This design comes from an exercise in tuning for small area and a short achievable clock period on the open sky130 flow, not from production work. At most, simulation tests tie the RTL to the original design; equivalence was not proved. Only the layout flow was run in run 2; the RTL was not checked for function there. Power is estimated from default activity; no workload was simulated.

==> flow/design.v <==
package net_pkg;
    localparam int NUM_PORTS   = 4;
    localparam int PORT_W      = 2;
    localparam int DATA_W      = 32;
    localparam int KEY_W       = 8;
    localparam int NUM_ENTRIES = 8;
    localparam int ENTRY_W     = 3;
    localparam int CNT_W       = 16;
    localparam int ADDR_W      = 16;
    localparam int KEY_LSB     = 0;
    localparam int MASK_LSB    = 8;
    localparam int EP_LSB      = 16;
    localparam int VALID_BIT   = 18;
    localparam int IDX_LSB     = 0;
    localparam int PORT_LSB    = 4;
    localparam int OP_LSB      = 8;
    typedef enum logic [3:0] {
        OP_WRITE_ENTRY  = 4'd1,
        OP_READ_ENTRY   = 4'd2,
        OP_READ_COUNTER = 4'd3
    } ctl_op_e;
    typedef enum logic {
        CNT_FORWARDED = 1'b0,
        CNT_DROPPED   = 1'b1
    } cnt_sel_e;
endpackage
`timescale 1ns/1ps
module silicon_net_top (
    input  logic          clk,
    input  logic          rst_n_i,
    output logic [127:0]  sa_data_o,
    output logic [3:0]    sa_valid_o,
    output logic [3:0]    sa_first_o,
    output logic [3:0]    sa_last_o,
    input  logic [3:0]    sa_ready_i,
    input  logic [127:0]  sa_data_i,
    input  logic [3:0]    sa_valid_i,
    input  logic [3:0]    sa_first_i,
    input  logic [3:0]    sa_last_i,
    output logic [3:0]    sa_ready_o,
    input  logic          ctl_read_i,
    input  logic          ctl_write_i,
    input  logic [15:0]   ctl_addr_i,
    input  logic [31:0]   ctl_wrdata_i,
    output logic [31:0]   ctl_rddata_o,
    output logic          ctl_rdvalid_o
);
    logic [3:0] op;
    logic [1:0] aport;
    logic [2:0] aidx;
    logic       tbl_wr;
    assign op     = ctl_addr_i[11:8];
    assign aport  = ctl_addr_i[5:4];
    assign aidx   = ctl_addr_i[2:0];
    assign tbl_wr = ctl_write_i && (op == 4'd1);
    logic [31:0]          tv_q;             
    logic [31:0][7:0]     tk_q;             
    logic [31:0][7:0]     tm_q;             
    logic [31:0][1:0]     te_q;             
    logic [31:0] ent_wr;
    always_comb begin
        for (int j = 0; j < 32; j++) ent_wr[j] = tbl_wr && ({aport, aidx} == 5'(j));
    end
    always_ff @(posedge clk or negedge rst_n_i) begin
        if (!rst_n_i) begin
            tv_q <= '0;
        end else begin
            for (int j = 0; j < 32; j++) begin
                if (ent_wr[j]) tv_q[j] <= ctl_wrdata_i[18];
            end
        end
    end
    always_ff @(posedge clk) begin
        for (int j = 0; j < 32; j++) begin
            if (ent_wr[j]) begin
                tk_q[j] <= ctl_wrdata_i[7:0];
                tm_q[j] <= ctl_wrdata_i[15:8];
                te_q[j] <= ctl_wrdata_i[17:16];
            end
        end
    end
    logic [3:0]      hit;
    logic [3:0][1:0] hit_ep;
    always_comb begin
        for (int p = 0; p < 4; p++) begin
            hit[p]    = 1'b0;
            hit_ep[p] = '0;
            for (int e = 7; e >= 0; e--) begin
                if (tv_q[8*p+e] && (((sa_data_i[32*p +: 8] ^ tk_q[8*p+e]) & tm_q[8*p+e]) == '0)) begin
                    hit[p]    = 1'b1;
                    hit_ep[p] = te_q[8*p+e];
                end
            end
        end
    end
    logic [3:0]      busy_q;
    logic [15:0]     own_q;             
    logic [3:0] owned;
    logic [3:0] own_rdy;
    always_comb begin
        owned   = '0;
        own_rdy = '0;
        for (int i = 0; i < 4; i++) begin
            for (int o = 0; o < 4; o++) begin
                owned[i]   = owned[i]   | (busy_q[o] & own_q[4*o+i]);
                own_rdy[i] = own_rdy[i] | (busy_q[o] & own_q[4*o+i] & sa_ready_i[o]);
            end
        end
    end
    logic [3:0] drop_q;
    logic [3:0] beat;
    logic [3:0] fwd_inc;
    logic [3:0] drop_inc;
    always_comb begin
        for (int p = 0; p < 4; p++) begin
            sa_ready_o[p] = own_rdy[p] || drop_q[p] || !(owned[p] || hit[p]);
            beat[p]       = sa_valid_i[p] && sa_ready_o[p];
            fwd_inc[p]    = sa_valid_i[p] && sa_last_i[p] && own_rdy[p];
            drop_inc[p]   = sa_valid_i[p] && sa_last_i[p] && !owned[p] && (drop_q[p] || !hit[p]);
        end
    end
    always_ff @(posedge clk or negedge rst_n_i) begin
        if (!rst_n_i) begin
            drop_q <= '0;
        end else begin
            for (int p = 0; p < 4; p++) begin
                if (beat[p]) drop_q[p] <= !sa_last_i[p] && !owned[p];
            end
        end
    end
    logic [15:0]     req;               
    logic [15:0]     gnt;               
    always_comb begin
        for (int o = 0; o < 4; o++) begin
            for (int i = 0; i < 4; i++) begin
                req[4*o+i] = sa_valid_i[i] && sa_first_i[i] && hit[i] && (hit_ep[i] == 2'(o));
            end
        end
    end
    always_comb begin
        for (int o = 0; o < 4; o++) begin
            gnt[4*o +: 4] = '0;
            for (int l = 0; l < 4; l++) begin
                logic [3:0] g;
                g = '0;
                for (int k = 4; k >= 1; k--) begin
                    if (req[4*o+(l + k) % 4]) begin
                        g = '0;
                        g[(l + k) % 4] = 1'b1;
                    end
                end
                if (own_q[4*o+l]) gnt[4*o +: 4] = gnt[4*o +: 4] | g;
            end
        end
    end
    always_ff @(posedge clk or negedge rst_n_i) begin
        if (!rst_n_i) begin
            busy_q <= '0;
            own_q  <= {4{4'b1000}};
        end else begin
            for (int o = 0; o < 4; o++) begin
                if (!busy_q[o]) begin
                    if (|req[4*o +: 4]) begin
                        busy_q[o] <= 1'b1;
                        own_q[4*o +: 4] <= gnt[4*o +: 4];
                    end
                end else if (sa_valid_o[o] && sa_ready_i[o] && sa_last_o[o]) begin
                    busy_q[o] <= 1'b0;
                end
            end
        end
    end
    always_comb begin
        for (int o = 0; o < 4; o++) begin
            sa_valid_o[o]         = busy_q[o] && |(own_q[4*o +: 4] & sa_valid_i);
            sa_first_o[o]         = |(own_q[4*o +: 4] & sa_first_i);
            sa_last_o[o]          = |(own_q[4*o +: 4] & sa_last_i);
            sa_data_o[32*o +: 32] = '0;
            for (int i = 0; i < 4; i++) begin
                sa_data_o[32*o +: 32] = sa_data_o[32*o +: 32] | ({32{own_q[4*o+i]}} & sa_data_i[32*i +: 32]);
            end
        end
    end
    logic [3:0][15:0] fcnt_q;
    logic [3:0][15:0] dcnt_q;
    always_ff @(posedge clk or negedge rst_n_i) begin
        if (!rst_n_i) begin
            fcnt_q <= '0;
            dcnt_q <= '0;
        end else begin
            for (int p = 0; p < 4; p++) begin
                if (fwd_inc[p])  fcnt_q[p] <= fcnt_q[p] + 16'd1;
                if (drop_inc[p]) dcnt_q[p] <= dcnt_q[p] + 16'd1;
            end
        end
    end
    logic       rd_pend_q;
    logic       rs_ent_q;
    logic       rs_cnt_q;
    logic [1:0] rs_port_q;
    logic [2:0] rs_idx_q;
    logic       rs_inc_q;
    logic [18:0] rdata_q;
    always_ff @(posedge clk or negedge rst_n_i) begin
        if (!rst_n_i) begin
            rd_pend_q     <= 1'b0;
            ctl_rdvalid_o <= 1'b0;
        end else begin
            rd_pend_q     <= ctl_read_i;
            ctl_rdvalid_o <= rd_pend_q;
        end
    end
    always_ff @(posedge clk) begin
        rs_ent_q  <= (op == 4'd2);
        rs_cnt_q  <= (op == 4'd3);
        rs_port_q <= aport;
        rs_idx_q  <= aidx;
        rs_inc_q  <= aidx[0] ? drop_inc[aport] : fwd_inc[aport];
    end
    logic [31:0] ent_sel;
    logic [7:0]  cnt_sel;
    logic [18:0] ent_rd;
    logic [15:0] cnt_rd;
    always_comb begin
        for (int j = 0; j < 32; j++) ent_sel[j] = rs_ent_q && ({rs_port_q, rs_idx_q} == 5'(j));
        for (int j = 0; j < 8; j++)  cnt_sel[j] = rs_cnt_q && ({rs_port_q, rs_idx_q[0]} == 3'(j));
        ent_rd = '0;
        for (int j = 0; j < 32; j++)
            ent_rd = ent_rd | ({19{ent_sel[j]}} & {tv_q[j], te_q[j], tm_q[j], tk_q[j]});
        cnt_rd = '0;
        for (int j = 0; j < 4; j++)
            cnt_rd = cnt_rd | ({16{cnt_sel[2*j]}} & fcnt_q[j]) | ({16{cnt_sel[2*j+1]}} & dcnt_q[j]);
    end
    always_ff @(posedge clk) begin
        rdata_q <= ent_rd | {3'b000, cnt_rd - 16'(rs_inc_q & rs_cnt_q)};
    end
    assign ctl_rddata_o = {13'd0, rdata_q};
endmodule
==> flow/flow/run.sh <==
#!/bin/bash
# Standard ORFS layout with lighter port buffers, a smaller clock tree and pin sides grouped
# by function. The make output goes to flow_make.log; each ORFS step logs under orfs/logs.
set -euo pipefail
here=$(cd "$(dirname "$0")" && pwd)
export BUFFER_PORTS_ARGS="-buffer_cell sky130_fd_sc_hd__buf_1"
export CTS_ARGS="-sink_clustering_enable -repair_clock_nets -dont_use_dummy_load -buf_list sky130_fd_sc_hd__clkbuf_8 -sink_clustering_size 15 -sink_clustering_max_diameter 50"
# Keep delay cells and the weak a222oi out of the logic and the port buffers
export DONT_USE_CELLS="sky130_fd_sc_hd__clkdlybuf4s15_1 sky130_fd_sc_hd__clkdlybuf4s15_2 sky130_fd_sc_hd__clkdlybuf4s18_1 sky130_fd_sc_hd__clkdlybuf4s18_2 sky130_fd_sc_hd__clkdlybuf4s25_1 sky130_fd_sc_hd__clkdlybuf4s25_2 sky130_fd_sc_hd__clkdlybuf4s50_1 sky130_fd_sc_hd__clkdlybuf4s50_2 sky130_fd_sc_hd__dlygate4sd1_1 sky130_fd_sc_hd__dlygate4sd2_1 sky130_fd_sc_hd__dlygate4sd3_1 sky130_fd_sc_hd__dlymetal6s2s_1 sky130_fd_sc_hd__dlymetal6s4s_1 sky130_fd_sc_hd__dlymetal6s6s_1 sky130_fd_sc_hd__a222oi_1"
export IO_CONSTRAINTS="$here/io.tcl"
bash standard.sh > flow_make.log 2>&1
==> flow/flow/io.tcl <==
# Pin sides: lookup and handshake pins on the left, data bit slices top and bottom, register bus right
set_io_pin_constraint -region left:* -pin_names {sa_valid_i[0] sa_first_i[0] sa_last_i[0] sa_data_i[0] sa_data_i[1] sa_data_i[2] sa_data_i[3] sa_data_i[4] sa_data_i[5] sa_data_i[6] sa_data_i[7] sa_ready_o[0] sa_valid_i[1] sa_first_i[1] sa_last_i[1] sa_data_i[32] sa_data_i[33] sa_data_i[34] sa_data_i[35] sa_data_i[36] sa_data_i[37] sa_data_i[38] sa_data_i[39] sa_ready_o[1] sa_valid_i[2] sa_first_i[2] sa_last_i[2] sa_data_i[64] sa_data_i[65] sa_data_i[66] sa_data_i[67] sa_data_i[68] sa_data_i[69] sa_data_i[70] sa_data_i[71] sa_ready_o[2] sa_valid_i[3] sa_first_i[3] sa_last_i[3] sa_data_i[96] sa_data_i[97] sa_data_i[98] sa_data_i[99] sa_data_i[100] sa_data_i[101] sa_data_i[102] sa_data_i[103] sa_ready_o[3] sa_ready_i[0] sa_valid_o[0] sa_first_o[0] sa_last_o[0] sa_ready_i[1] sa_valid_o[1] sa_first_o[1] sa_last_o[1] sa_ready_i[2] sa_valid_o[2] sa_first_o[2] sa_last_o[2] sa_ready_i[3] sa_valid_o[3] sa_first_o[3] sa_last_o[3] sa_data_o[0] sa_data_o[1] sa_data_o[2] sa_data_o[3] sa_data_o[4] sa_data_o[5] sa_data_o[6] sa_data_o[7] sa_data_o[32] sa_data_o[33] sa_data_o[34] sa_data_o[35] sa_data_o[36] sa_data_o[37] sa_data_o[38] sa_data_o[39] sa_data_o[64] sa_data_o[65] sa_data_o[66] sa_data_o[67] sa_data_o[68] sa_data_o[69] sa_data_o[70] sa_data_o[71] sa_data_o[96] sa_data_o[97] sa_data_o[98] sa_data_o[99] sa_data_o[100] sa_data_o[101] sa_data_o[102] sa_data_o[103]}
set_io_pin_constraint -region top:* -pin_names {sa_data_i[8] sa_data_i[40] sa_data_i[72] sa_data_i[104] sa_data_o[8] sa_data_o[40] sa_data_o[72] sa_data_o[104] sa_data_i[9] sa_data_i[41] sa_data_i[73] sa_data_i[105] sa_data_o[9] sa_data_o[41] sa_data_o[73] sa_data_o[105] sa_data_i[10] sa_data_i[42] sa_data_i[74] sa_data_i[106] sa_data_o[10] sa_data_o[42] sa_data_o[74] sa_data_o[106] sa_data_i[11] sa_data_i[43] sa_data_i[75] sa_data_i[107] sa_data_o[11] sa_data_o[43] sa_data_o[75] sa_data_o[107] sa_data_i[12] sa_data_i[44] sa_data_i[76] sa_data_i[108] sa_data_o[12] sa_data_o[44] sa_data_o[76] sa_data_o[108] sa_data_i[13] sa_data_i[45] sa_data_i[77] sa_data_i[109] sa_data_o[13] sa_data_o[45] sa_data_o[77] sa_data_o[109] sa_data_i[14] sa_data_i[46] sa_data_i[78] sa_data_i[110] sa_data_o[14] sa_data_o[46] sa_data_o[78] sa_data_o[110] sa_data_i[15] sa_data_i[47] sa_data_i[79] sa_data_i[111] sa_data_o[15] sa_data_o[47] sa_data_o[79] sa_data_o[111] sa_data_i[16] sa_data_i[48] sa_data_i[80] sa_data_i[112] sa_data_o[16] sa_data_o[48] sa_data_o[80] sa_data_o[112] sa_data_i[17] sa_data_i[49] sa_data_i[81] sa_data_i[113] sa_data_o[17] sa_data_o[49] sa_data_o[81] sa_data_o[113] sa_data_i[18] sa_data_i[50] sa_data_i[82] sa_data_i[114] sa_data_o[18] sa_data_o[50] sa_data_o[82] sa_data_o[114] sa_data_i[19] sa_data_i[51] sa_data_i[83] sa_data_i[115] sa_data_o[19] sa_data_o[51] sa_data_o[83] sa_data_o[115]}
set_io_pin_constraint -region bottom:* -pin_names {sa_data_i[20] sa_data_i[52] sa_data_i[84] sa_data_i[116] sa_data_o[20] sa_data_o[52] sa_data_o[84] sa_data_o[116] sa_data_i[21] sa_data_i[53] sa_data_i[85] sa_data_i[117] sa_data_o[21] sa_data_o[53] sa_data_o[85] sa_data_o[117] sa_data_i[22] sa_data_i[54] sa_data_i[86] sa_data_i[118] sa_data_o[22] sa_data_o[54] sa_data_o[86] sa_data_o[118] sa_data_i[23] sa_data_i[55] sa_data_i[87] sa_data_i[119] sa_data_o[23] sa_data_o[55] sa_data_o[87] sa_data_o[119] sa_data_i[24] sa_data_i[56] sa_data_i[88] sa_data_i[120] sa_data_o[24] sa_data_o[56] sa_data_o[88] sa_data_o[120] sa_data_i[25] sa_data_i[57] sa_data_i[89] sa_data_i[121] sa_data_o[25] sa_data_o[57] sa_data_o[89] sa_data_o[121] sa_data_i[26] sa_data_i[58] sa_data_i[90] sa_data_i[122] sa_data_o[26] sa_data_o[58] sa_data_o[90] sa_data_o[122] sa_data_i[27] sa_data_i[59] sa_data_i[91] sa_data_i[123] sa_data_o[27] sa_data_o[59] sa_data_o[91] sa_data_o[123] sa_data_i[28] sa_data_i[60] sa_data_i[92] sa_data_i[124] sa_data_o[28] sa_data_o[60] sa_data_o[92] sa_data_o[124] sa_data_i[29] sa_data_i[61] sa_data_i[93] sa_data_i[125] sa_data_o[29] sa_data_o[61] sa_data_o[93] sa_data_o[125] sa_data_i[30] sa_data_i[62] sa_data_i[94] sa_data_i[126] sa_data_o[30] sa_data_o[62] sa_data_o[94] sa_data_o[126] sa_data_i[31] sa_data_i[63] sa_data_i[95] sa_data_i[127] sa_data_o[31] sa_data_o[63] sa_data_o[95] sa_data_o[127]}
set_io_pin_constraint -region right:* -pin_names {ctl_addr_i[0] ctl_addr_i[1] ctl_addr_i[2] ctl_addr_i[3] ctl_addr_i[4] ctl_addr_i[5] ctl_addr_i[6] ctl_addr_i[7] ctl_addr_i[8] ctl_addr_i[9] ctl_addr_i[10] ctl_addr_i[11] ctl_addr_i[12] ctl_addr_i[13] ctl_addr_i[14] ctl_addr_i[15] ctl_wrdata_i[0] ctl_wrdata_i[1] ctl_wrdata_i[2] ctl_wrdata_i[3] ctl_wrdata_i[4] ctl_wrdata_i[5] ctl_wrdata_i[6] ctl_wrdata_i[7] ctl_wrdata_i[8] ctl_wrdata_i[9] ctl_wrdata_i[10] ctl_wrdata_i[11] ctl_wrdata_i[12] ctl_wrdata_i[13] ctl_wrdata_i[14] ctl_wrdata_i[15] ctl_wrdata_i[16] ctl_wrdata_i[17] ctl_wrdata_i[18] ctl_wrdata_i[19] ctl_wrdata_i[20] ctl_wrdata_i[21] ctl_wrdata_i[22] ctl_wrdata_i[23] ctl_wrdata_i[24] ctl_wrdata_i[25] ctl_wrdata_i[26] ctl_wrdata_i[27] ctl_wrdata_i[28] ctl_wrdata_i[29] ctl_wrdata_i[30] ctl_wrdata_i[31] ctl_rddata_o[0] ctl_rddata_o[1] ctl_rddata_o[2] ctl_rddata_o[3] ctl_rddata_o[4] ctl_rddata_o[5] ctl_rddata_o[6] ctl_rddata_o[7] ctl_rddata_o[8] ctl_rddata_o[9] ctl_rddata_o[10] ctl_rddata_o[11] ctl_rddata_o[12] ctl_rddata_o[13] ctl_rddata_o[14] ctl_rddata_o[15] ctl_rddata_o[16] ctl_rddata_o[17] ctl_rddata_o[18] ctl_rddata_o[19] ctl_rddata_o[20] ctl_rddata_o[21] ctl_rddata_o[22] ctl_rddata_o[23] ctl_rddata_o[24] ctl_rddata_o[25] ctl_rddata_o[26] ctl_rddata_o[27] ctl_rddata_o[28] ctl_rddata_o[29] ctl_rddata_o[30] ctl_rddata_o[31] ctl_read_i ctl_write_i ctl_rdvalid_o rst_n_i}
==> flow/standard.sh <==
#!/bin/bash
# synth_recipe.tcl (not shown) runs the flow's synth.tcl, then flattens the netlist and writes it again
# the make line also repeats each setting of config.mk as NAME=value (left out here)
make -C /OpenROAD-flow-scripts/flow DESIGN_CONFIG=/design/flow/config.mk WORK_HOME=/design/flow/orfs CLKGATE_MAP_FILE= SYNTH_SCRIPT=/design/flow/synth_recipe.tcl "${@:-finish}"
==> flow/config.mk <==
export PLATFORM = sky130hd
export DESIGN_NAME = silicon_net_top
export DESIGN_NICKNAME = silicon_net_top
export VERILOG_FILES = /design/flow/design.v
export SDC_FILE = /design/flow/constraint.sdc
export NUM_CORES = 4
export LEC_CHECK = 0
export CAP_MARGIN = 20
export CORE_MARGIN = 2
export CORE_UTILIZATION = 60
export SETUP_SLACK_MARGIN = 2.5
export SLEW_MARGIN = 20
==> flow/constraint.sdc <==
create_clock -name core_clock -period 7.0 [get_ports {clk}]
set_input_delay 1.4000 -clock core_clock [delete_from_list [all_inputs] [get_ports {clk}]]
set_output_delay 1.4000 -clock core_clock [all_outputs]
set_load 0.01 [all_outputs]
==> impl_metrics.ini, run 1 <==
[worst_setup_path]
crit_path_end_kind = output port
critPathRequiredTime_ps = 5600
critPathLaunchType = input port
worstPathMaxFanout = 10
worstSetupPathType = in2out
arrival_ps = 3610

[placement]
hpwlAfterDp_um = 131000
routabilityCongestion = 1.09
dpl_cell_area_um2 = 41500
buffer_ports.inserted = 339
preCtsSetupSlack_ps = 1130

[power]
cell_internal_pwr_mw = 6.66
peakVddDrop_v = 0.000163
power.static_leakage_nw = 16.1
power_per_cell_area_nw_per_um2 = 217
power.net_switching_mw = 2.89
power.clock.fraction = 0.272
p_sw_frac = 0.303
power.total_mw = 9.55
power.share.combinational = 0.142
seq_power_share = 0.586

[clocking]
cts.htree.levels = 3
clock-root-buffer = sky130_fd_sc_hd__clkbuf_8
cts_inserted_buffers = 80
clk_pin_slew_worst_paths_ps = 60
worstSkewPairLatency_ps = 730
cts_tree = done
cts_max_path_buffers = 3
cts.sinks = 789

[synthesis]
mean_instance_size_in_the_synthesized_netlist_um2 = 12.2
synthAdderAreaFrac = 0.00323
synth_seq_cells = 789
async_flop_share = 0.236
largest_family_of_logic_cells_by_synthesized_area = compound AO/OA/AOI/OAI gates
synth_edf_count = 576
synth.lib_cells_used.distinct = 91
synth_simple_gate_area_frac = 0.105
yosys_most_used_dff = sky130_fd_sc_hd__edfxtp_1
synth_compound_area_frac = 0.180
syn-instance-count = 3171
synthesis.area_um2 = 38800
yosysWarningCount = 1
yosys-mux-area-fraction = 0.0180
post_synth_xor_area_fraction = 0.0881
synth_sequential_area_ratio = 0.580

[final_layout]
layout-area-overhead-vs-synth_pct = 13.3
top_library_cells_by_usage_in_the_layout_fill_and_taps_aside = 576 x sky130_fd_sc_hd__edfxtp_1, 514 x sky130_fd_sc_hd__a22oi_1, 307 x sky130_fd_sc_hd__buf_1, 284 x sky130_fd_sc_hd__nand2_1, 274 x sky130_fd_sc_hd__xor2_1
final_common_cell = sky130_fd_sc_hd__edfxtp_1
design.final.nets = 3796
fin_area_um2 = 43900
post_route_cells_drive_above_1_share = 0.142
finish.utilization = 0.685

[global_routing]
grt_start_max_net_pins = 74
grt_pass1_wl_um = 249000
vias_in_the_first_global_route = 32890
remaining_overflow_grt = 0
global_route.usage.total = 0.543
antenna_found_initial = 17

[timing]
setup-tns-final_ps = 0
worst-slew-pin-transition_ps = 1360
setup_repair_after_global_routing_missed_its_margin = true
period_needed_ps = 5010
finalMaxSlewViolations = 0
slew_headroom = 0.0939
max_freq_ghz = 0.200
finalSetupViolations = 0
worst_clock_skew_ps = 91.7
worst_slack_ps = 1990
finalHoldViolCount = 0
final_min_period_over_clock_period = 0.715

[hold_path]
hold_path_class = reg2reg

[status]
result_of_the_run = complete, no violations

[detailed_routing]
routedWlPerCell_um = 41.3
drt_total_wl_um = 184000
viasPerCell = 8.02
post-route-drc-count = 0
drtAntennaViolNets = 0
drt-initial-drc-count = 8001
route.vias.total = 35733
drtPass1Iterations = 15

[floorplanning]
fp.dieArea_um2 = 66600
rows = 93
fp.dieW_um = 258
dieHeight_um = 258
ioPinCount = 373
core_region_area_um2 = 64100
initial_core_util = 0.604

[run]
timing.max_cap.violations = 0
==> worst max-delay path: stages <==
cell	delay (ps)
sky130_fd_sc_hd__clkbuf_4	230
sky130_fd_sc_hd__xor2_1	210
sky130_fd_sc_hd__a22oi_2	520
sky130_fd_sc_hd__nand4_1	410
sky130_fd_sc_hd__nor2_1	320
sky130_fd_sc_hd__nor2_2	100
sky130_fd_sc_hd__nand3_2	140
sky130_fd_sc_hd__o21ai_4	100
sky130_fd_sc_hd__buf_2	160
==> cells by family (layout without fill, tap and decap cells) <==
group / after synthesis / after routing
adders and majority gates: 10 / 10
muxes: 57 / 57
DFF: 789 / 789
buffers and inverters: 223 / 628
and+or+nand+nor: 813 / 813
xor gates and xnor gates: 390 / 390
AOI/OAI and AO/OA: 888 / 888
other: 1 / 28
==> cell type report <==
cell class                 count  area, um2
inverter                      40        150
multi-input combinational   2171      16200
clock buffer                  80       1100
tap                          855       1070
fill                        4748      20200
sequential                   789      22500
antenna                       15       37.5
timing repair buffer         508       2850
==> path summary, 6_finish.rpt <==
kind / from / end / slack (ps) / cells past startpoint
max in group asynchronous: rst_n_i / dcnt_q[41] / 5200 / 2
setup / recovery: sa_data_i[5] / sa_ready_o[0] / 1990 / 9
hold reg to reg: rd_pend_q / ctl_rdvalid_o / 350 / 0
hold / removal: rd_pend_q / ctl_rdvalid_o / 350 / 0
min in group asynchronous: rst_n_i / dcnt_q[56] / 580 / 1
setup reg to reg: rs_port_q[1] / rdata_q[15] / 2650 / 11
==> power groups by stage <==
stage / Combinational [mW] / Sequential [mW] / Clock, mW
detailed placement: 1.18 / 5.67 / 0
floorplan: 0.817 / 5.35 / 0
global route: 1.42 / 5.58 / 2.70
finish: 1.36 / 5.60 / 2.60
global placement: 1.13 / 5.65 / 0
CTS: 1.24 / 5.57 / 2.55
==> cell usage after synthesis (6+ instances only) <==
cell | n | area (um2)
sky130_fd_sc_hd__edfxtp_1 | 576 | 17300
sky130_fd_sc_hd__a21boi_0 | 12 | 90.1
sky130_fd_sc_hd__nor3_1 | 35 | 175
sky130_fd_sc_hd__mux4_2 | 6 | 135
sky130_fd_sc_hd__xor2_1 | 300 | 2630
sky130_fd_sc_hd__nand2_1 | 290 | 1090
sky130_fd_sc_hd__dfrtp_1 | 182 | 4550
sky130_fd_sc_hd__and3_1 | 35 | 219
sky130_fd_sc_hd__clkbuf_1 | 112 | 420
sky130_fd_sc_hd__nor2_1 | 129 | 484
sky130_fd_sc_hd__buf_2 | 33 | 165
sky130_fd_sc_hd__a21o_1 | 10 | 75.1
sky130_fd_sc_hd__a222oi_1 | 22 | 220
sky130_fd_sc_hd__nand4_1 | 92 | 576
sky130_fd_sc_hd__mux2i_1 | 9 | 90.1
sky130_fd_sc_hd__buf_1 | 14 | 52.6
sky130_fd_sc_hd__ha_1 | 10 | 125
sky130_fd_sc_hd__a31oi_1 | 14 | 87.6
sky130_fd_sc_hd__a22o_1 | 94 | 823
sky130_fd_sc_hd__buf_4 | 23 | 173
sky130_fd_sc_hd__nand2b_1 | 15 | 93.8
sky130_fd_sc_hd__dfxtp_1 | 27 | 541
sky130_fd_sc_hd__nor2b_1 | 10 | 62.6
sky130_fd_sc_hd__o21ai_0 | 26 | 130
sky130_fd_sc_hd__or3_1 | 19 | 119
sky130_fd_sc_hd__and2_1 | 12 | 75.1
sky130_fd_sc_hd__and4_1 | 26 | 228
sky130_fd_sc_hd__a21oi_1 | 23 | 115
sky130_fd_sc_hd__xnor2_1 | 90 | 788
sky130_fd_sc_hd__a221oi_1 | 91 | 797
sky130_fd_sc_hd__or4_1 | 12 | 90.1
sky130_fd_sc_hd__mux2_2 | 42 | 473
sky130_fd_sc_hd__o32ai_1 | 10 | 87.6
sky130_fd_sc_hd__nor4_1 | 8 | 50.1
sky130_fd_sc_hd__a22oi_1 | 522 | 3920
sky130_fd_sc_hd__nand3b_1 | 6 | 45.0
sky130_fd_sc_hd__or2_2 | 7 | 43.8
sky130_fd_sc_hd__inv_1 | 39 | 146
sky130_fd_sc_hd__nand3_1 | 85 | 425
==> metal layers <==
metal,track usage,up-vias,share of wire
li1,-,13216,-
met1,0.669,17033,0.31
met2,0.727,4269,0.38
met3,0.272,1201,0.19
met4,0.408,14,0.11
met5,0,-,0.0012
==> registers in the layout, indices dropped and copies added (netlist names), 2 cells and up <==
signal     cells
rs_idx_q       3
tv_q          32
own_q         16
busy_q         4
dcnt_q        64
tm_q         256
rdata_q       19
tk_q         256
rs_port_q      2
te_q          64
fcnt_q        64
drop_q         4
==> stage by stage <==
step	std cells	hold slack (ps)
6_report	4458	350
4_1_cts	4429	353
3_5_place_dp	4315	345
5_1_grt	4446	367
2_1_floorplan	3183	331
3_3_place_gp	4315	343
==> what timing repair did <==
action | in CTS | in global routing
setup endpoints to repair | 54 | 33
gates cloned | 0 | 0
hold buffers | 0 | 0
resized for setup | 208 | 47
setup buffers | 34 | 11
pin swaps | 33 | 28
==> run 2, diff against run 1 <==
--- a/flow/design.v
+++ b/flow/design.v
@@ -141,13 +141,8 @@
         for (int o = 0; o < 4; o++) begin
-            gnt[4*o +: 4] = '0;
-            for (int l = 0; l < 4; l++) begin
-                logic [3:0] g;
-                g = '0;
-                for (int k = 4; k >= 1; k--) begin
-                    if (req[4*o+(l + k) % 4]) begin
-                        g = '0;
-                        g[(l + k) % 4] = 1'b1;
-                    end
-                end
-                if (own_q[4*o+l]) gnt[4*o +: 4] = gnt[4*o +: 4] | g;
+            for (int i = 0; i < 4; i++) begin
+                gnt[4*o+i] = req[4*o+i] &&
+                    ( own_q[4*o+(i+3)%4]
+                    | (own_q[4*o+(i+2)%4] & !req[4*o+(i+3)%4])
+                    | (own_q[4*o+(i+1)%4] & !req[4*o+(i+3)%4] & !req[4*o+(i+2)%4])
+                    | (own_q[4*o+i]       & !req[4*o+(i+3)%4] & !req[4*o+(i+2)%4] & !req[4*o+(i+1)%4]));
             end
==> flow/flow/run.sh (replaced) <==
#!/bin/bash
# Standard ORFS layout (standard.sh's make command) with these changes:
#  - port buffers are buf_1 cells, sized up later by the repair steps where timing needs it;
#  - the clock tree uses clkbuf_8 cells in clusters of at most 15 sinks, without dummy loads;
#  - pins are grouped by function (io.tcl);
#  - delay cells and the weak a222oi are added to DONT_USE_CELLS, through a config file
#    that includes the standard flow's config.mk.
# The make output goes to flow_make.log; each ORFS step logs under orfs/logs.
set -euo pipefail
here=$(cd "$(dirname "$0")" && pwd)
work=$(pwd)
export BUFFER_PORTS_ARGS="-buffer_cell sky130_fd_sc_hd__buf_1"
export CTS_ARGS="-sink_clustering_enable -repair_clock_nets -dont_use_dummy_load -buf_list sky130_fd_sc_hd__clkbuf_8 -sink_clustering_size 15 -sink_clustering_max_diameter 50"
export IO_CONSTRAINTS="$here/io.tcl"
dont=""
for c in clkdlybuf4s15_1 clkdlybuf4s15_2 clkdlybuf4s18_1 clkdlybuf4s18_2 clkdlybuf4s25_1 \
         clkdlybuf4s25_2 clkdlybuf4s50_1 clkdlybuf4s50_2 dlygate4sd1_1 dlygate4sd2_1 \
         dlygate4sd3_1 dlymetal6s2s_1 dlymetal6s4s_1 dlymetal6s6s_1 a222oi_1; do
  dont="$dont sky130_fd_sc_hd__$c"
done
printf 'include %s\nexport DONT_USE_CELLS =%s\n' "$work/config.mk" "$dont" > "$work/flow_config.mk"
sed "s#DESIGN_CONFIG=[^ ]*#DESIGN_CONFIG=$work/flow_config.mk#" standard.sh > flow_standard.sh
bash flow_standard.sh > flow_make.log 2>&1
==> flow/flow/io.tcl (replaced) <==
# Pin groups: each TX port's handshake and key bits with its ready on the left, data bit slices
# (four inputs and four outputs of a bit) on top and bottom, the register bus in one block on the right
set_io_pin_constraint -group -order -pin_names {sa_valid_i[0] sa_first_i[0] sa_last_i[0] sa_data_i[0] sa_data_i[1] sa_data_i[2] sa_data_i[3] sa_data_i[4] sa_data_i[5] sa_data_i[6] sa_data_i[7] sa_ready_o[0]}
set_io_pin_constraint -region left:* -pin_names {sa_valid_i[0] sa_first_i[0] sa_last_i[0] sa_data_i[0] sa_data_i[1] sa_data_i[2] sa_data_i[3] sa_data_i[4] sa_data_i[5] sa_data_i[6] sa_data_i[7] sa_ready_o[0]}
set_io_pin_constraint -group -order -pin_names {sa_valid_i[1] sa_first_i[1] sa_last_i[1] sa_data_i[32] sa_data_i[33] sa_data_i[34] sa_data_i[35] sa_data_i[36] sa_data_i[37] sa_data_i[38] sa_data_i[39] sa_ready_o[1]}
set_io_pin_constraint -region left:* -pin_names {sa_valid_i[1] sa_first_i[1] sa_last_i[1] sa_data_i[32] sa_data_i[33] sa_data_i[34] sa_data_i[35] sa_data_i[36] sa_data_i[37] sa_data_i[38] sa_data_i[39] sa_ready_o[1]}
set_io_pin_constraint -group -order -pin_names {sa_valid_i[2] sa_first_i[2] sa_last_i[2] sa_data_i[64] sa_data_i[65] sa_data_i[66] sa_data_i[67] sa_data_i[68] sa_data_i[69] sa_data_i[70] sa_data_i[71] sa_ready_o[2]}
set_io_pin_constraint -region left:* -pin_names {sa_valid_i[2] sa_first_i[2] sa_last_i[2] sa_data_i[64] sa_data_i[65] sa_data_i[66] sa_data_i[67] sa_data_i[68] sa_data_i[69] sa_data_i[70] sa_data_i[71] sa_ready_o[2]}
set_io_pin_constraint -group -order -pin_names {sa_valid_i[3] sa_first_i[3] sa_last_i[3] sa_data_i[96] sa_data_i[97] sa_data_i[98] sa_data_i[99] sa_data_i[100] sa_data_i[101] sa_data_i[102] sa_data_i[103] sa_ready_o[3]}
set_io_pin_constraint -region left:* -pin_names {sa_valid_i[3] sa_first_i[3] sa_last_i[3] sa_data_i[96] sa_data_i[97] sa_data_i[98] sa_data_i[99] sa_data_i[100] sa_data_i[101] sa_data_i[102] sa_data_i[103] sa_ready_o[3]}
set_io_pin_constraint -region left:* -pin_names {sa_ready_i[0] sa_valid_o[0] sa_first_o[0] sa_last_o[0] sa_ready_i[1] sa_valid_o[1] sa_first_o[1] sa_last_o[1] sa_ready_i[2] sa_valid_o[2] sa_first_o[2] sa_last_o[2] sa_ready_i[3] sa_valid_o[3] sa_first_o[3] sa_last_o[3] sa_data_o[0] sa_data_o[1] sa_data_o[2] sa_data_o[3] sa_data_o[4] sa_data_o[5] sa_data_o[6] sa_data_o[7] sa_data_o[32] sa_data_o[33] sa_data_o[34] sa_data_o[35] sa_data_o[36] sa_data_o[37] sa_data_o[38] sa_data_o[39] sa_data_o[64] sa_data_o[65] sa_data_o[66] sa_data_o[67] sa_data_o[68] sa_data_o[69] sa_data_o[70] sa_data_o[71] sa_data_o[96] sa_data_o[97] sa_data_o[98] sa_data_o[99] sa_data_o[100] sa_data_o[101] sa_data_o[102] sa_data_o[103]}
set_io_pin_constraint -group -order -pin_names {sa_data_i[8] sa_data_i[40] sa_data_i[72] sa_data_i[104] sa_data_o[8] sa_data_o[40] sa_data_o[72] sa_data_o[104]}
set_io_pin_constraint -region top:* -pin_names {sa_data_i[8] sa_data_i[40] sa_data_i[72] sa_data_i[104] sa_data_o[8] sa_data_o[40] sa_data_o[72] sa_data_o[104]}
set_io_pin_constraint -group -order -pin_names {sa_data_i[9] sa_data_i[41] sa_data_i[73] sa_data_i[105] sa_data_o[9] sa_data_o[41] sa_data_o[73] sa_data_o[105]}
set_io_pin_constraint -region top:* -pin_names {sa_data_i[9] sa_data_i[41] sa_data_i[73] sa_data_i[105] sa_data_o[9] sa_data_o[41] sa_data_o[73] sa_data_o[105]}
set_io_pin_constraint -group -order -pin_names {sa_data_i[10] sa_data_i[42] sa_data_i[74] sa_data_i[106] sa_data_o[10] sa_data_o[42] sa_data_o[74] sa_data_o[106]}
set_io_pin_constraint -region top:* -pin_names {sa_data_i[10] sa_data_i[42] sa_data_i[74] sa_data_i[106] sa_data_o[10] sa_data_o[42] sa_data_o[74] sa_data_o[106]}
set_io_pin_constraint -group -order -pin_names {sa_data_i[11] sa_data_i[43] sa_data_i[75] sa_data_i[107] sa_data_o[11] sa_data_o[43] sa_data_o[75] sa_data_o[107]}
set_io_pin_constraint -region top:* -pin_names {sa_data_i[11] sa_data_i[43] sa_data_i[75] sa_data_i[107] sa_data_o[11] sa_data_o[43] sa_data_o[75] sa_data_o[107]}
set_io_pin_constraint -group -order -pin_names {sa_data_i[12] sa_data_i[44] sa_data_i[76] sa_data_i[108] sa_data_o[12] sa_data_o[44] sa_data_o[76] sa_data_o[108]}
set_io_pin_constraint -region top:* -pin_names {sa_data_i[12] sa_data_i[44] sa_data_i[76] sa_data_i[108] sa_data_o[12] sa_data_o[44] sa_data_o[76] sa_data_o[108]}
set_io_pin_constraint -group -order -pin_names {sa_data_i[13] sa_data_i[45] sa_data_i[77] sa_data_i[109] sa_data_o[13] sa_data_o[45] sa_data_o[77] sa_data_o[109]}
set_io_pin_constraint -region top:* -pin_names {sa_data_i[13] sa_data_i[45] sa_data_i[77] sa_data_i[109] sa_data_o[13] sa_data_o[45] sa_data_o[77] sa_data_o[109]}
set_io_pin_constraint -group -order -pin_names {sa_data_i[14] sa_data_i[46] sa_data_i[78] sa_data_i[110] sa_data_o[14] sa_data_o[46] sa_data_o[78] sa_data_o[110]}
set_io_pin_constraint -region top:* -pin_names {sa_data_i[14] sa_data_i[46] sa_data_i[78] sa_data_i[110] sa_data_o[14] sa_data_o[46] sa_data_o[78] sa_data_o[110]}
set_io_pin_constraint -group -order -pin_names {sa_data_i[15] sa_data_i[47] sa_data_i[79] sa_data_i[111] sa_data_o[15] sa_data_o[47] sa_data_o[79] sa_data_o[111]}
set_io_pin_constraint -region top:* -pin_names {sa_data_i[15] sa_data_i[47] sa_data_i[79] sa_data_i[111] sa_data_o[15] sa_data_o[47] sa_data_o[79] sa_data_o[111]}
set_io_pin_constraint -group -order -pin_names {sa_data_i[16] sa_data_i[48] sa_data_i[80] sa_data_i[112] sa_data_o[16] sa_data_o[48] sa_data_o[80] sa_data_o[112]}
set_io_pin_constraint -region top:* -pin_names {sa_data_i[16] sa_data_i[48] sa_data_i[80] sa_data_i[112] sa_data_o[16] sa_data_o[48] sa_data_o[80] sa_data_o[112]}
set_io_pin_constraint -group -order -pin_names {sa_data_i[17] sa_data_i[49] sa_data_i[81] sa_data_i[113] sa_data_o[17] sa_data_o[49] sa_data_o[81] sa_data_o[113]}
set_io_pin_constraint -region top:* -pin_names {sa_data_i[17] sa_data_i[49] sa_data_i[81] sa_data_i[113] sa_data_o[17] sa_data_o[49] sa_data_o[81] sa_data_o[113]}
set_io_pin_constraint -group -order -pin_names {sa_data_i[18] sa_data_i[50] sa_data_i[82] sa_data_i[114] sa_data_o[18] sa_data_o[50] sa_data_o[82] sa_data_o[114]}
set_io_pin_constraint -region top:* -pin_names {sa_data_i[18] sa_data_i[50] sa_data_i[82] sa_data_i[114] sa_data_o[18] sa_data_o[50] sa_data_o[82] sa_data_o[114]}
set_io_pin_constraint -group -order -pin_names {sa_data_i[19] sa_data_i[51] sa_data_i[83] sa_data_i[115] sa_data_o[19] sa_data_o[51] sa_data_o[83] sa_data_o[115]}
set_io_pin_constraint -region top:* -pin_names {sa_data_i[19] sa_data_i[51] sa_data_i[83] sa_data_i[115] sa_data_o[19] sa_data_o[51] sa_data_o[83] sa_data_o[115]}
set_io_pin_constraint -group -order -pin_names {sa_data_i[20] sa_data_i[52] sa_data_i[84] sa_data_i[116] sa_data_o[20] sa_data_o[52] sa_data_o[84] sa_data_o[116]}
set_io_pin_constraint -region bottom:* -pin_names {sa_data_i[20] sa_data_i[52] sa_data_i[84] sa_data_i[116] sa_data_o[20] sa_data_o[52] sa_data_o[84] sa_data_o[116]}
set_io_pin_constraint -group -order -pin_names {sa_data_i[21] sa_data_i[53] sa_data_i[85] sa_data_i[117] sa_data_o[21] sa_data_o[53] sa_data_o[85] sa_data_o[117]}
set_io_pin_constraint -region bottom:* -pin_names {sa_data_i[21] sa_data_i[53] sa_data_i[85] sa_data_i[117] sa_data_o[21] sa_data_o[53] sa_data_o[85] sa_data_o[117]}
set_io_pin_constraint -group -order -pin_names {sa_data_i[22] sa_data_i[54] sa_data_i[86] sa_data_i[118] sa_data_o[22] sa_data_o[54] sa_data_o[86] sa_data_o[118]}
set_io_pin_constraint -region bottom:* -pin_names {sa_data_i[22] sa_data_i[54] sa_data_i[86] sa_data_i[118] sa_data_o[22] sa_data_o[54] sa_data_o[86] sa_data_o[118]}
set_io_pin_constraint -group -order -pin_names {sa_data_i[23] sa_data_i[55] sa_data_i[87] sa_data_i[119] sa_data_o[23] sa_data_o[55] sa_data_o[87] sa_data_o[119]}
set_io_pin_constraint -region bottom:* -pin_names {sa_data_i[23] sa_data_i[55] sa_data_i[87] sa_data_i[119] sa_data_o[23] sa_data_o[55] sa_data_o[87] sa_data_o[119]}
set_io_pin_constraint -group -order -pin_names {sa_data_i[24] sa_data_i[56] sa_data_i[88] sa_data_i[120] sa_data_o[24] sa_data_o[56] sa_data_o[88] sa_data_o[120]}
set_io_pin_constraint -region bottom:* -pin_names {sa_data_i[24] sa_data_i[56] sa_data_i[88] sa_data_i[120] sa_data_o[24] sa_data_o[56] sa_data_o[88] sa_data_o[120]}
set_io_pin_constraint -group -order -pin_names {sa_data_i[25] sa_data_i[57] sa_data_i[89] sa_data_i[121] sa_data_o[25] sa_data_o[57] sa_data_o[89] sa_data_o[121]}
set_io_pin_constraint -region bottom:* -pin_names {sa_data_i[25] sa_data_i[57] sa_data_i[89] sa_data_i[121] sa_data_o[25] sa_data_o[57] sa_data_o[89] sa_data_o[121]}
set_io_pin_constraint -group -order -pin_names {sa_data_i[26] sa_data_i[58] sa_data_i[90] sa_data_i[122] sa_data_o[26] sa_data_o[58] sa_data_o[90] sa_data_o[122]}
set_io_pin_constraint -region bottom:* -pin_names {sa_data_i[26] sa_data_i[58] sa_data_i[90] sa_data_i[122] sa_data_o[26] sa_data_o[58] sa_data_o[90] sa_data_o[122]}
set_io_pin_constraint -group -order -pin_names {sa_data_i[27] sa_data_i[59] sa_data_i[91] sa_data_i[123] sa_data_o[27] sa_data_o[59] sa_data_o[91] sa_data_o[123]}
set_io_pin_constraint -region bottom:* -pin_names {sa_data_i[27] sa_data_i[59] sa_data_i[91] sa_data_i[123] sa_data_o[27] sa_data_o[59] sa_data_o[91] sa_data_o[123]}
set_io_pin_constraint -group -order -pin_names {sa_data_i[28] sa_data_i[60] sa_data_i[92] sa_data_i[124] sa_data_o[28] sa_data_o[60] sa_data_o[92] sa_data_o[124]}
set_io_pin_constraint -region bottom:* -pin_names {sa_data_i[28] sa_data_i[60] sa_data_i[92] sa_data_i[124] sa_data_o[28] sa_data_o[60] sa_data_o[92] sa_data_o[124]}
set_io_pin_constraint -group -order -pin_names {sa_data_i[29] sa_data_i[61] sa_data_i[93] sa_data_i[125] sa_data_o[29] sa_data_o[61] sa_data_o[93] sa_data_o[125]}
set_io_pin_constraint -region bottom:* -pin_names {sa_data_i[29] sa_data_i[61] sa_data_i[93] sa_data_i[125] sa_data_o[29] sa_data_o[61] sa_data_o[93] sa_data_o[125]}
set_io_pin_constraint -group -order -pin_names {sa_data_i[30] sa_data_i[62] sa_data_i[94] sa_data_i[126] sa_data_o[30] sa_data_o[62] sa_data_o[94] sa_data_o[126]}
set_io_pin_constraint -region bottom:* -pin_names {sa_data_i[30] sa_data_i[62] sa_data_i[94] sa_data_i[126] sa_data_o[30] sa_data_o[62] sa_data_o[94] sa_data_o[126]}
set_io_pin_constraint -group -order -pin_names {sa_data_i[31] sa_data_i[63] sa_data_i[95] sa_data_i[127] sa_data_o[31] sa_data_o[63] sa_data_o[95] sa_data_o[127]}
set_io_pin_constraint -region bottom:* -pin_names {sa_data_i[31] sa_data_i[63] sa_data_i[95] sa_data_i[127] sa_data_o[31] sa_data_o[63] sa_data_o[95] sa_data_o[127]}
set_io_pin_constraint -group -order -pin_names {ctl_addr_i[8] ctl_addr_i[9] ctl_addr_i[10] ctl_addr_i[11] ctl_addr_i[4] ctl_addr_i[5] ctl_addr_i[0] ctl_addr_i[1] ctl_addr_i[2] ctl_read_i ctl_write_i ctl_rdvalid_o ctl_wrdata_i[0] ctl_rddata_o[0] ctl_wrdata_i[1] ctl_rddata_o[1] ctl_wrdata_i[2] ctl_rddata_o[2] ctl_wrdata_i[3] ctl_rddata_o[3] ctl_wrdata_i[4] ctl_rddata_o[4] ctl_wrdata_i[5] ctl_rddata_o[5] ctl_wrdata_i[6] ctl_rddata_o[6] ctl_wrdata_i[7] ctl_rddata_o[7] ctl_wrdata_i[8] ctl_rddata_o[8] ctl_wrdata_i[9] ctl_rddata_o[9] ctl_wrdata_i[10] ctl_rddata_o[10] ctl_wrdata_i[11] ctl_rddata_o[11] ctl_wrdata_i[12] ctl_rddata_o[12] ctl_wrdata_i[13] ctl_rddata_o[13] ctl_wrdata_i[14] ctl_rddata_o[14] ctl_wrdata_i[15] ctl_rddata_o[15] ctl_wrdata_i[16] ctl_rddata_o[16] ctl_wrdata_i[17] ctl_rddata_o[17] ctl_wrdata_i[18] ctl_rddata_o[18]}
set_io_pin_constraint -region right:* -pin_names {ctl_addr_i[8] ctl_addr_i[9] ctl_addr_i[10] ctl_addr_i[11] ctl_addr_i[4] ctl_addr_i[5] ctl_addr_i[0] ctl_addr_i[1] ctl_addr_i[2] ctl_read_i ctl_write_i ctl_rdvalid_o ctl_wrdata_i[0] ctl_rddata_o[0] ctl_wrdata_i[1] ctl_rddata_o[1] ctl_wrdata_i[2] ctl_rddata_o[2] ctl_wrdata_i[3] ctl_rddata_o[3] ctl_wrdata_i[4] ctl_rddata_o[4] ctl_wrdata_i[5] ctl_rddata_o[5] ctl_wrdata_i[6] ctl_rddata_o[6] ctl_wrdata_i[7] ctl_rddata_o[7] ctl_wrdata_i[8] ctl_rddata_o[8] ctl_wrdata_i[9] ctl_rddata_o[9] ctl_wrdata_i[10] ctl_rddata_o[10] ctl_wrdata_i[11] ctl_rddata_o[11] ctl_wrdata_i[12] ctl_rddata_o[12] ctl_wrdata_i[13] ctl_rddata_o[13] ctl_wrdata_i[14] ctl_rddata_o[14] ctl_wrdata_i[15] ctl_rddata_o[15] ctl_wrdata_i[16] ctl_rddata_o[16] ctl_wrdata_i[17] ctl_rddata_o[17] ctl_wrdata_i[18] ctl_rddata_o[18]}
set_io_pin_constraint -region right:* -pin_names {ctl_addr_i[3] ctl_addr_i[6] ctl_addr_i[7] ctl_addr_i[12] ctl_addr_i[13] ctl_addr_i[14] ctl_addr_i[15] ctl_wrdata_i[19] ctl_wrdata_i[20] ctl_wrdata_i[21] ctl_wrdata_i[22] ctl_wrdata_i[23] ctl_wrdata_i[24] ctl_wrdata_i[25] ctl_wrdata_i[26] ctl_wrdata_i[27] ctl_wrdata_i[28] ctl_wrdata_i[29] ctl_wrdata_i[30] ctl_wrdata_i[31] ctl_rddata_o[19] ctl_rddata_o[20] ctl_rddata_o[21] ctl_rddata_o[22] ctl_rddata_o[23] ctl_rddata_o[24] ctl_rddata_o[25] ctl_rddata_o[26] ctl_rddata_o[27] ctl_rddata_o[28] ctl_rddata_o[29] ctl_rddata_o[30] ctl_rddata_o[31] rst_n_i}
==> run 2 against run 1 <==
Against the previous run:
- total power is 2.8% higher
- register-to-register slack got worse by 470 ps
- critical endpoint is now sa_ready_o[1]
- cell count up 3.3%
- combinational power increased by 15%
- sequential share of layout area down 0.58 points
- synthesized cell count grew 1.5%
- largest power group unchanged
- utilization increased by 0.80 points
- via count increased by 3.9%
- non-clock buffer count rose by 80
- fmax is 3.7% higher
==> impl_metrics.ini, run 2 <==
[placement]
hpwlAfterDp_um = 141000
buffer_ports.inserted = 339
dpl_cell_area_um2 = 41200
routabilityCongestion = 1.23

[floorplanning]
fp.dieArea_um2 = 66500
dieHeight_um = 258
fp.dieW_um = 258
rows = 93
core_region_area_um2 = 64100
initial_core_util = 0.603
ioPinCount = 373

[detailed_routing]
routedWlPerCell_um = 42.8
viasPerCell = 8.06
drt-initial-drc-count = 8521
post-route-drc-count = 0
drtPass1Iterations = 14
route.vias.total = 37117
drtAntennaViolNets = 0
drt_total_wl_um = 197000

[clocking]
clock-root-buffer = sky130_fd_sc_hd__clkbuf_8
cts_inserted_buffers = 81
clk_pin_slew_worst_paths_ps = 90
cts_tree = done
worstSkewPairLatency_ps = 760
cts.htree.levels = 3
cts_max_path_buffers = 3
cts.sinks = 789
cts_hold_buffers = 0

[power]
power.total_mw = 9.81
power_per_cell_area_nw_per_um2 = 221
power.static_leakage_nw = 16.1
peakVddDrop_v = 0.000503

[worst_setup_path]
critPathRequiredTime_ps = 5600
worstPathCellList = buf_8, buf_8, xor2_1, a22oi_2, nand2_2, or2_4, nand4_1, o21ai_2, buf_6
worstPathMaxFanout = 6
cp_buf_inv_count = 3
critical-path-top-delay-family = simple AND/OR/NAND/NOR gates
cpMostUsedCell = sky130_fd_sc_hd__buf_8
crit_path_end_kind = output port
critPathLaunchType = input port
worstSetupPathType = in2out
slowest_stage = sky130_fd_sc_hd__a22oi_2
timing.critical_path.slowest_cell_delay_ps = 550
arrival_ps = 3430

[global_routing]
vias_in_the_first_global_route = 33629
antenna_found_initial = 25
grt_pass1_wl_um = 262000
grt_start_max_net_pins = 69
remaining_overflow_grt = 0
global_route.usage.total = 0.577

[timing]
finalSetupViolations = 0
period_needed_ps = 4830
finalMaxSlewViolations = 0
max_freq_ghz = 0.207
final_min_period_over_clock_period = 0.690
worst-slew-pin-transition_ps = 1330
setup_repair_after_global_routing_missed_its_margin = true
finalHoldViolCount = 0
slew_headroom = 0.111
setup-tns-final_ps = 0
worst_clock_skew_ps = 77.6

[final_layout]
reg_top3 = tk_q: 256 flops, tm_q: 256 flops
design.final.nets = 3933
layout.area.seq_um2 = 22600
multiInputGateArea_um2 = 16200
top_library_cells_by_usage_in_the_layout_fill_and_taps_aside = 576 x sky130_fd_sc_hd__edfxtp_1, 532 x sky130_fd_sc_hd__a22oi_1, 407 x sky130_fd_sc_hd__buf_1, 311 x sky130_fd_sc_hd__nand2_1, 285 x sky130_fd_sc_hd__xor2_1
post_route_cells_drive_above_1_share = 0.129
final_common_cell = sky130_fd_sc_hd__edfxtp_1
fin_area_um2 = 44400
fillers = 4630
layout-area-overhead-vs-synth_pct = 14.8

[synthesis]
mean_instance_size_in_the_synthesized_netlist_um2 = 12.0
yosysMostFrequentCell = sky130_fd_sc_hd__edfxtp_1
yosysWarningCount = 1
synthesis.area_um2 = 38700
post_synth_top_cells = 576 x sky130_fd_sc_hd__edfxtp_1, 548 x sky130_fd_sc_hd__a22oi_1, 323 x sky130_fd_sc_hd__nand2_1
yosysTopAreaCellShare = 0.447
synth_sequential_area_ratio = 0.582
async_flop_share = 0.236
synth_edf_count = 576
syn-instance-count = 3220
top_cells_by_area_synth = sky130_fd_sc_hd__edfxtp_1 45%, sky130_fd_sc_hd__dfrtp_1 12%, sky130_fd_sc_hd__a22oi_1 11%
synth.lib_cells_used.distinct = 81
yosys_most_used_dff = sky130_fd_sc_hd__edfxtp_1
synth_seq_cells = 789
synth_largest_area_cell = sky130_fd_sc_hd__edfxtp_1

[hold_path]
hold_path_class = reg2reg

[status]
result_of_the_run = complete, no violations

[run]
timing.max_cap.violations = 0
run 2: changes by cell type after synthesis, sizes merged, moves of 7 or more:
cell,before,now
a211oi,8,30
a222oi,22,0
and4,27,9
a21boi,12,3
o22ai,0,7
or3,19,8
o32ai,11,3
a221oi,93,77
nor2,129,147
nand2,291,324
a22oi,522,548
a21oi,23,31
nand3,85,99
and3,35,28
run 2: final timing paths:
check | from | end | slack [ps] | cells past startpoint
worst min register to register | rd_pend_q | ctl_rdvalid_o | 380 | 0
worst min-delay path | rd_pend_q | ctl_rdvalid_o | 380 | 0
max in group asynchronous | rst_n_i | tv_q[9] | 4900 | 2
worst max register to register | rs_port_q[0] | rdata_q[1] | 2180 | 12
min in group asynchronous | rst_n_i | fcnt_q[51] | 760 | 1
worst max-delay path | sa_data_i[39] | sa_ready_o[1] | 2170 | 9
run 2: power by group:
group	internal, mW	switching [mW]
Clock	1.03	1.58
Sequential	5.16	0.484
Combinational	0.571	0.986
run 2: metrics by stage:
stage / util / setup slack (ps) / hold slack (ps) / instances
global placement: 0.643 / 991 / 345 / 4404
CTS: 0.682 / 2390 / 374 / 4539
floorplan: - / 2570 / 331 / 3232
global route: 0.693 / 2310 / 393 / 4593
detailed placement: 0.643 / 1050 / 362 / 4405
finish: 0.693 / 2170 / 378 / 4603
run 2: kinds of logic after synthesis:
| logic type | share of synthesized area |
|---|---|
| DFF | 0.582 |
| adders and majority gates | 0.00323 |
| xor gates and xnor gates | 0.0883 |
| and+or+nand+nor | 0.103 |
| buffers and inverters | 0.0240 |
| other | 0.0000969 |
| muxes | 0.0213 |
| AOI/OAI and AO/OA | 0.178 |
run 2: final cells by class:
type	count	area share
flip-flops and latches	789	0.508
multi-input cells	2223	0.364
repair buffers	588	0.0741
clock buffers	81	0.0251
well taps	855	0.0241
inverters	44	0.00372
diodes	23	0.00130
run 2: routing by layer:
metal / up-vias / global-route usage / wire length (um)
met1: 17662 / 0.678 / 60500
met5: - / 0.0741 / 866
met4: 24 / 0.425 / 20800
li1: 13470 / - / -
met2: 4660 / 0.739 / 73200
met3: 1301 / 0.379 / 41600
run 2: worst reg2reg max path: stages (launching register included):
cell and delay (ps):
sky130_fd_sc_hd__dfxtp_2 490, sky130_fd_sc_hd__buf_1 410, sky130_fd_sc_hd__nor3_1 770, sky130_fd_sc_hd__a22oi_1 160
sky130_fd_sc_hd__o21ai_0 130, sky130_fd_sc_hd__nor2_1 70, sky130_fd_sc_hd__ha_1 230, sky130_fd_sc_hd__ha_1 300
sky130_fd_sc_hd__nand3_1 220, sky130_fd_sc_hd__a221oi_2 580, sky130_fd_sc_hd__nand4_1 160, sky130_fd_sc_hd__nor3_1 710
sky130_fd_sc_hd__nand3_1 400
run 2: repair_timing:
item | 4_1_cts | 5_1_grt
cloned | 1 | 0
hold endpoints to repair | 0 | 0
setup buffers | 52 | 35
pin swaps | 51 | 48
endpoints found under the setup margin | 73 | 25
resized for setup | 296 | 68
==> run 3, diff against run 2 <==
--- a/flow/design.v
+++ b/flow/design.v
@@ -178,6 +178,25 @@
     end
-    logic [3:0][15:0] fcnt_q;
-    logic [3:0][15:0] dcnt_q;
-    always_ff @(posedge clk or negedge rst_n_i) begin
-        if (!rst_n_i) begin
+    logic [63:0]      fcnt_q;             
+    logic [63:0]      dcnt_q;             
+    logic [3:0]       finc_q;
+    logic [3:0]       dinc_q;
+    logic [63:0] fcnt_nx;
+    logic [63:0] dcnt_nx;
+    always_comb begin
+        for (int p = 0; p < 4; p++) begin
+            logic fc, dc;
+            fc = finc_q[p];
+            dc = dinc_q[p];
+            for (int b = 0; b < 16; b++) begin
+                fcnt_nx[16*p+b] = fcnt_q[16*p+b] ^ fc;
+                dcnt_nx[16*p+b] = dcnt_q[16*p+b] ^ dc;
+                fc = fc & fcnt_q[16*p+b];
+                dc = dc & dcnt_q[16*p+b];
+            end
+        end
+    end
+    always_ff @(posedge clk or negedge rst_n_i) begin
+        if (!rst_n_i) begin
+            finc_q <= '0;
+            dinc_q <= '0;
             fcnt_q <= '0;
@@ -185,6 +204,6 @@
         end else begin
-            for (int p = 0; p < 4; p++) begin
-                if (fwd_inc[p])  fcnt_q[p] <= fcnt_q[p] + 16'd1;
-                if (drop_inc[p]) dcnt_q[p] <= dcnt_q[p] + 16'd1;
-            end
+            finc_q <= fwd_inc;
+            dinc_q <= drop_inc;
+            fcnt_q <= fcnt_nx;
+            dcnt_q <= dcnt_nx;
         end
@@ -196,3 +215,2 @@
     logic [2:0] rs_idx_q;
-    logic       rs_inc_q;
     logic [18:0] rdata_q;
@@ -212,3 +230,2 @@
         rs_idx_q  <= aidx;
-        rs_inc_q  <= aidx[0] ? drop_inc[aport] : fwd_inc[aport];
     end
@@ -226,6 +243,6 @@
         for (int j = 0; j < 4; j++)
-            cnt_rd = cnt_rd | ({16{cnt_sel[2*j]}} & fcnt_q[j]) | ({16{cnt_sel[2*j+1]}} & dcnt_q[j]);
+            cnt_rd = cnt_rd | ({16{cnt_sel[2*j]}} & fcnt_q[16*j +: 16]) | ({16{cnt_sel[2*j+1]}} & dcnt_q[16*j +: 16]);
     end
     always_ff @(posedge clk) begin
-        rdata_q <= ent_rd | {3'b000, cnt_rd - 16'(rs_inc_q & rs_cnt_q)};
+        rdata_q <= ent_rd | {3'b000, cnt_rd};
     end
==> run 3 against run 2 <==
Against the previous run:
- highest routed layer unchanged
- critical endpoint is now sa_ready_o[3]
- sequential cell count grew 7
- worst hold slack got worse by 21 ps
- fmax increased by 0.66%
- register-to-register slack gained 550 ps
==> impl_metrics.ini, run 3 <==
[clocking]
clk_pin_slew_worst_paths_ps = 80
cts_inserted_buffers = 83
cts_max_path_buffers = 3
worstSkewPairLatency_ps = 750
clock-root-buffer = sky130_fd_sc_hd__clkbuf_8
cts.sinks = 796
cts.htree.levels = 3
cts_tree = done

[timing]
worst-slew-pin-transition_ps = 1310
period_needed_ps = 4800
setup-tns-final_ps = 0
max_freq_ghz = 0.209
final_hold_slack_ps = 357
final_min_period_over_clock_period = 0.685
slew_headroom = 0.129
finalSetupViolations = 0
finalHoldViolCount = 0
setup_repair_after_global_routing_missed_its_margin = true
finalMaxSlewViolations = 0
worst_clock_skew_ps = 99.5

[floorplanning]
ioPinCount = 373
core_region_area_um2 = 62900
rows = 92
dieHeight_um = 256
fp.dieArea_um2 = 65300
initial_core_util = 0.604
fp.dieW_um = 256

[final_layout]
final_common_cell = sky130_fd_sc_hd__edfxtp_1
reg_top3 = tk_q: 256 flops, tm_q: 256 flops
design.final.nets = 3794
fillers = 4463
layout-area-overhead-vs-synth_pct = 15.3
finish.utilization = 0.696
top_library_cells_by_usage_in_the_layout_fill_and_taps_aside = 576 x sky130_fd_sc_hd__edfxtp_1, 509 x sky130_fd_sc_hd__a22oi_1, 416 x sky130_fd_sc_hd__buf_1, 254 x sky130_fd_sc_hd__nand2_1, 226 x sky130_fd_sc_hd__xor2_1
post_route_cells_drive_above_1_share = 0.152

[detailed_routing]
route.vias.total = 34227
routedWlPerCell_um = 41.6
viasPerCell = 7.91
drtAntennaViolNets = 0
drt-initial-drc-count = 7660
post-route-drc-count = 0
drt_total_wl_um = 180000
drtPass1Iterations = 10

[placement]
buffer_ports.inserted = 339
hpwlAfterDp_um = 125000
routabilityCongestion = 1.16

[worst_setup_path]
timing.critical_path.slowest_cell_delay_ps = 540
crit_path_end_kind = output port
worst_setup_path_startpoint = sa_data_i[98]
worst_r2r_startpoint = tk_q[223]
critPathRequiredTime_ps = 5600
critical-path-top-delay-family = compound AO/OA/AOI/OAI gates
arrival_ps = 3400
slowest_stage = sky130_fd_sc_hd__a211oi_4
cp_buf_inv_count = 2
critPathLaunchType = input port
worstSetupPathType = in2out
worstPathMaxFanout = 9
worstPathCellList = buf_12, xor2_2, a22oi_2, nand4_1, a211oi_4, nor4_4, nand2_1, o21ai_2, buf_2

[synthesis]
yosysTopAreaCellShare = 0.456
yosysWarningCount = 1
top_cells_by_area_synth = sky130_fd_sc_hd__edfxtp_1 46%, sky130_fd_sc_hd__dfrtp_1 13%, sky130_fd_sc_hd__a22oi_1 11%
synth.lib_cells_used.distinct = 84
async_flop_share = 0.244
synth_seq_cells = 796
yosys_most_used_dff = sky130_fd_sc_hd__edfxtp_1
yosysMostFrequentCell = sky130_fd_sc_hd__edfxtp_1
post_synth_top_cells = 576 x sky130_fd_sc_hd__edfxtp_1, 542 x sky130_fd_sc_hd__a22oi_1, 270 x sky130_fd_sc_hd__nand2_1
mean_instance_size_in_the_synthesized_netlist_um2 = 12.8
synth_largest_area_cell = sky130_fd_sc_hd__edfxtp_1
synth_edf_count = 576
syn-instance-count = 2975
synthesis.area_um2 = 38000
synth_sequential_area_ratio = 0.597

[global_routing]
global_route.usage.total = 0.535
grt_pass1_wl_um = 242000
remaining_overflow_grt = 0
vias_in_the_first_global_route = 32159
antenna_found_initial = 19
grt_start_max_net_pins = 105

[run]
timing.max_cap.violations = 0

[hold_path]
hold_path.startpoint = rd_pend_q
hold_path_class = reg2reg

[power]
peakVddDrop_v = 0.000206
power.static_leakage_nw = 16.5
power.total_mw = 9.51
power_per_cell_area_nw_per_um2 = 217

[status]
result_of_the_run = complete, no violations
run 3: metrics by stage:
step,cell area [um2],setup slack [ps],instances
after floorplan,38000,2740,2987
after global placement,40300,1250,4136
after detailed placement,40400,1230,4138
after CTS,42800,2390,4285
after global routing,43800,2260,4325
final,43800,2200,4326
run 3: what timing repair did:
item	CTS	global route
gates resized for setup	257	142
hold buffers	0	0
buffers inserted	63	31
pin swaps	59	64
cloned	1	1
endpoints found under the setup margin	23	25
run 3: final cells by class:
class / instances / area, um2 / area share
Clock buffer: 83 / 1140 / 0.0261
Antenna cell: 4 / 10.0 / 0.000229
Multi-Input combinational cell: 1984 / 15600 / 0.357
Inverter: 38 / 143 / 0.00326
Timing Repair Buffer: 575 / 3100 / 0.0708
Tap cell: 846 / 1060 / 0.0242
Sequential cell: 796 / 22700 / 0.519
run 3: worst paths after layout:
check                      slack, ps            end  cells past startpoint
setup / recovery                2200  sa_ready_o[3]                      9
hold / removal                   360  ctl_rdvalid_o                      0
setup reg to reg                2730       own_q[9]                     24
hold reg to reg                  360  ctl_rdvalid_o                      0
max in group asynchronous       4770       own_q[4]                      2
min in group asynchronous        800     fcnt_q[27]                      1
run 3: routing by layer:
layer	vias up	track usage	routed length (um)
li1	12669	-	-
met1	16255	0.656	56400
met2	4112	0.708	68800
met3	1183	0.280	35100
met4	8	0.416	19500
met5	-	0.000731	130
run 3: cell families (layout without fill, tap and decap cells):
kind of cell,Yosys count,count (layout),share of synthesized area
AO/OA/AOI/OAI,893,893,0.184
XOR/XNOR,264,264,0.0609
adder cells (fa/ha/maj),120,120,0.0396
buffers and inverters,207,696,0.0262
flip-flops,796,796,0.597
multiplexers,36,36,0.0106
other,1,17,0.0000988
AND/OR/NAND/NOR,658,658,0.0811
run 3: where the power goes:
part           internal, mW  total (mW)  switching [mW]
Sequential             5.18        5.53           0.348
Clock                  1.05        2.64            1.58
Combinational         0.463        1.34           0.880

## port drivers added, routing unchanged
The results above use ideal ports. As a check the final layouts listed here were re-extracted and re-timed, cells and wires unchanged. Step 1, drivers: a clkbuf_16 drives clk and a buf_2 each remaining input, both assumed. Step 2, shift: input delay + t, output delay - t, t = (earliest + latest rising clock arrival at the registers) / 2. This alone moves slack from input paths to output paths. Slacks: ideal / step 1 / step 2; pairs: ideal / step 1.
run	t, ns	setup slack, ns	worst setup path at the end	clock arrival spread, ns	worst slew at a driven data input, ns
run 1	0.757	1.993 / 1.962 / 1.615	input to register	0.091 / 0.092	0.11
run 2	0.784	2.173 / 2.130 / 1.761	input to register	0.078 / 0.078	0.18
run 3	0.774	2.205 / 2.156 / 1.456	input to register	0.105 / 0.105	0.10
After both steps setup and hold are still met in every run listed. For run 3, which loses most, drivers alone change the setup slack by -0.049 ns; drivers and shift together by -0.749 ns.
